Source: an optimization exercise on an open RTL-to-GDS flow (aim: small area, a short achievable clock period and few clock cycles per item). Production flows keep margins and buffers that such runs may drop.
In this exercise RTL edits were held to simulation tests only and were not proved equivalent to the original.

==> flow/design.v (excerpt) <==
module alu_seq_responder (
  input  logic                clock,
  input  logic                clear,
  input  logic                in_valid,
  output logic                in_ready,
  input  logic [DATA_W-1:0]   a,
  input  logic [DATA_W-1:0]   b,
  input  logic [3:0]          op,
  output logic                out_valid,
  input  logic                out_ready,
  output logic [2*DATA_W-1:0] result,
  output logic                div_by_zero,
  output logic                illegal_op
);
Size in the first run: ~2,900 cells after synthesis, roughly 140 I/O pins.
export LEC_CHECK = 0
export ABC_AREA = 1
export CAP_MARGIN = 20
export CORE_MARGIN = 2
export CORE_UTILIZATION = 50
export SETUP_SLACK_MARGIN = 2.0
export SLEW_MARGIN = 20
export TNS_END_PERCENT = 10
create_clock -name core_clock -period 6.0 [get_ports {clock}]
run.sh (not shown) runs the stock make flow with config.mk's settings and CLKGATE_MAP_FILE= SYNTH_SCRIPT=/design/flow/synth_recipe.tcl, a recipe that flattens the netlist after the stock synthesis.
Testbench counts at the start, summed over its fixed seeds: cycles 12,033, items 3,200.
Next try:
Settings changed: SETUP_SLACK_MARGIN 2.0 to 1.75, TNS_END_PERCENT 10 to default.
Effect: The new run passed the timing, DRC and antenna checks. Synthesized area is unchanged. Maximum frequency falls by a few percent. Via count falls by a few percent. Non-clock buffer count falls by 21. Core utilization falls by 2.2 points. First-iteration DRC count rises by a few percent. Final cell count falls slightly.
Next try:
Settings changed: CORE_UTILIZATION 50 to 55, SETUP_SLACK_MARGIN 1.75 to 2.0.
The changed run completed with no timing, DRC or antenna violations.
Via count rises by about 5%.
Non-clock buffer count climbs by 40.
Synthesized cell count does not change.
Worst hold slack degrades by 16 ps.
Design area rises by about 5%.
Count of clock-buffer cells in the layout went up by 5.
Maximum frequency fell by 0.74%.
Global-route usage rises by 4.0 points.

* * *

Setup of run A:
alu_seq_responder, a different RTL version from the one above (not shown whole).
For scale: ~20,000 um2 of cells after synthesis.
==> flow/design.v (excerpt) <==
module alu_seq_responder (
  input  logic                clock,
  input  logic                clear,
  input  logic                in_valid,
  output logic                in_ready,
  input  logic [DATA_W-1:0]   a,
  input  logic [DATA_W-1:0]   b,
  input  logic [3:0]          op,
  output logic                out_valid,
  input  logic                out_ready,
  output logic [2*DATA_W-1:0] result,
  output logic                div_by_zero,
  output logic                illegal_op
);
Settings: LEC_CHECK=0, ABC_AREA=1, CAP_MARGIN=20, CORE_MARGIN=2, CORE_UTILIZATION=40, SETUP_SLACK_MARGIN=2.5, SLEW_MARGIN=20; clock period 6.0 ns.
Testbench counts of run A, summed over its fixed seeds: cycles 12,033, items 3,200.
Modified inputs, run B compared to run A
Settings: swapping 2.5 for 1.5 in SETUP_SLACK_MARGIN; clearing ABC_AREA, which used to be 1.
[summary]
Share of the clock period used by the worst path after layout in run B vs run A: up 7.5 points. Compared with run A, run B shows average wire length per cell after detail routing that has gone up by more than 10%. Per the comparison of run B with run A, multi-input combinational cell count went down 12%; wire length reported by the detailed router went up 5.4 mm; overall fraction of global-route tracks in use went up 1.1 points; share of the final layout cell area in sequential cells went up 2.2 points. Run B supports a lower top clock frequency than run A.
Modified inputs, run C compared to run B
Settings: SETUP_SLACK_MARGIN: 1.5 -> unset.
## What came out
Run C completed every stage of the flow, and the final layout passed the timing, DRC and antenna checks. Run C reports a lower routed wire length than run B does. Time the worst path needs with I/O delays and setup (higher): run C. [run C] maximum fanout count along the critical path rose 15 relative to run B. Run B -> run C: total instance count after detailed placement flat. Summary of run C over run B: footprint of the multi-input gates lower; footprint of the flip-flops and latches roughly the same. Looking at multi-input combinational area share, run C sits above run B.

* * *

== run D ==
Another version of the RTL of alu_seq_responder (not shown whole).
For scale: ~2900 cells after synthesis, about 180 flip-flops, ~19000 um^2 of cells after synthesis.
==> flow/config.mk <==
export PLATFORM = sky130hd
export DESIGN_NAME = alu_seq_responder
export DESIGN_NICKNAME = alu_seq_responder
export VERILOG_FILES = /design/flow/design.v
export SDC_FILE = /design/flow/constraint.sdc
export NUM_CORES = 4
export LEC_CHECK = 0
export ABC_AREA = 1
export CAP_MARGIN = 20
export CORE_MARGIN = 2
export CORE_UTILIZATION = 45
export SETUP_SLACK_MARGIN = 2.0
export SLEW_MARGIN = 20
==> flow/constraint.sdc <==
create_clock -name core_clock -period 6.0 [get_ports {clock}]
set_input_delay 1.2000 -clock core_clock [delete_from_list [all_inputs] [get_ports {clock}]]
set_output_delay 1.2000 -clock core_clock [all_outputs]
set_load 0.01 [all_outputs]
Testbench counts of run D, summed over its fixed seeds: cycles 12,033, items 3,200.
The following lists how run K was set up differently from run D:
Settings: CORE_UTILIZATION changed from 45 to 40; SETUP_SLACK_MARGIN changed from 2.0 to 1.5; ABC_AREA removed (was 1).
## What came out
- Run comparison: run K top metal layer carrying routed signals met4; run D top metal layer carrying routed signals met5
- [run K vs run D] wire length of the first global-routing pass: lower in run K
- Most common library cell in the layout ignoring fill and taps: sky130_fd_sc_hd__nand2_1 -> run D, sky130_fd_sc_hd__nor2_1 -> run K

* * *

alu_seq_responder again, from the RTL that the note above started with.
export LEC_CHECK = 0
export ABC_AREA = 1
export CAP_MARGIN = 20
export CORE_MARGIN = 2
export CORE_UTILIZATION = 50
export SETUP_SLACK_MARGIN = 2.0
export SLEW_MARGIN = 20
create_clock -name core_clock -period 6.0 [get_ports {clock}]
Testbench counts at the start, summed over its fixed seeds: cycles 12,033, items 3,200.
==> next run, changes <==
CORE_UTILIZATION = 40   (was 50)
SETUP_SLACK_MARGIN = 2.5   (was 2.0)
What happened: Worst setup slack gets better by 69 ps; wire length increases by about 11%; die area is higher by about 24%; global-route usage drops by 5.5 points; core utilization went down by 6.2 points; final cell count went up by about 6.4%; hold slack gets worse by 18 ps; clock skew increases by 5.4 ps.
==> next run, changes <==
SETUP_SLACK_MARGIN = 2.0   (was 2.5)
What happened: The changed run finished with timing, DRC and antenna clean; worst setup slack loses 25 ps; routed wire length decreases by about 5%; maximum frequency falls by about 0.6%; clock skew hardly moves; die area is unchanged; synthesized area stays the same.
==> next run, changes <==
CORE_UTILIZATION = 50   (was 40)
TNS_END_PERCENT = 10   (was default)
Final area is lower by 2.8%.
Global-route usage is higher by 7.2 points.
Setup slack got worse by 290 ps.

* * *

RTL: one of the versions met above, not the one the previous note started from.
Size: roughly 180 flip-flops, about 19000 µm² of cells after synthesis.
make LEC_CHECK=0 ABC_AREA=1 CAP_MARGIN=20 CORE_MARGIN=2 CORE_UTILIZATION=45 SETUP_SLACK_MARGIN=2.0 SLEW_MARGIN=20 finish   # period 6.0 ns
The first run passed the timing, DRC and antenna checks.
Testbench counts at the start, summed over its fixed seeds: cycles 12,033, items 3,200.
==> next run, changes <==
Settings changed: CORE_UTILIZATION 45 to 40.
Effect: The changed run ran to the end with no violations; design area rose slightly; count of clock-buffer cells in the layout fell by 1; global-route usage fell by 6.1 points; non-clock buffer count fell by 9; sequential share of layout area fell by 0.15 points; routed wire length fell by a few percent; via count fell by a few percent; worst hold slack gains 0.0043 ns; final cell count rose slightly.

what the ideal ports hide:
No port has a modelled driver above. Below, the same layouts with a new extraction and two added sets of constraints. Step 1 sets driving cells, clkbuf_16 on the clock port and buf_2 on the other inputs (assumed; they add their load-dependent delay and slew). Step 2 times the ports against the registers' clock, not the clock port: input delays grow and output delays shrink by t, the midpoint of the rising clock arrivals with the driver on. Three values: ideal ports, drivers, drivers and shift; two values: the first two.
run	t, ns	setup WS [ns]	worst hold slack (ns)
the first run of note 1	0.536	1.797 / 1.797 / 1.547	0.438 / 0.438 / 0.438
the second run of note 1	0.546	1.628 / 1.628 / 1.452	0.437 / 0.437 / 0.437
the third run of note 1	0.518	1.596 / 1.596 / 1.565	0.421 / 0.421 / 0.421
run A	0.562	1.890 / 1.890 / 1.890	0.456 / 0.456 / 0.456
run B	0.567	1.442 / 1.442 / 1.053	0.433 / 0.433 / 0.433
run C	0.526	0.525 / 0.525 / 0.525	0.425 / 0.425 / 0.425
run D	0.550	1.962 / 1.962 / 1.623	0.432 / 0.432 / 0.432
run K	0.524	1.473 / 1.473 / 1.446	0.434 / 0.434 / 0.434
the first run of note 4	0.556	1.856 / 1.856 / 1.544	0.449 / 0.449 / 0.449
the second run of note 4	0.561	1.926 / 1.926 / 1.790	0.431 / 0.431 / 0.431
the third run of note 4	0.567	1.901 / 1.901 / 1.578	0.424 / 0.424 / 0.424
the fourth run of note 4	0.558	1.610 / 1.610 / 1.401	0.454 / 0.454 / 0.454
the first run of note 5	0.565	1.857 / 1.876 / 1.333	0.422 / 0.422 / 0.422
the second run of note 5	0.555	1.892 / 1.892 / 1.632	0.426 / 0.426 / 0.426
After both steps every run listed still meets setup and hold. For the first run of note 5, which loses most, drivers alone change the setup slack by +0.019 ns; drivers and shift together by -0.524 ns.
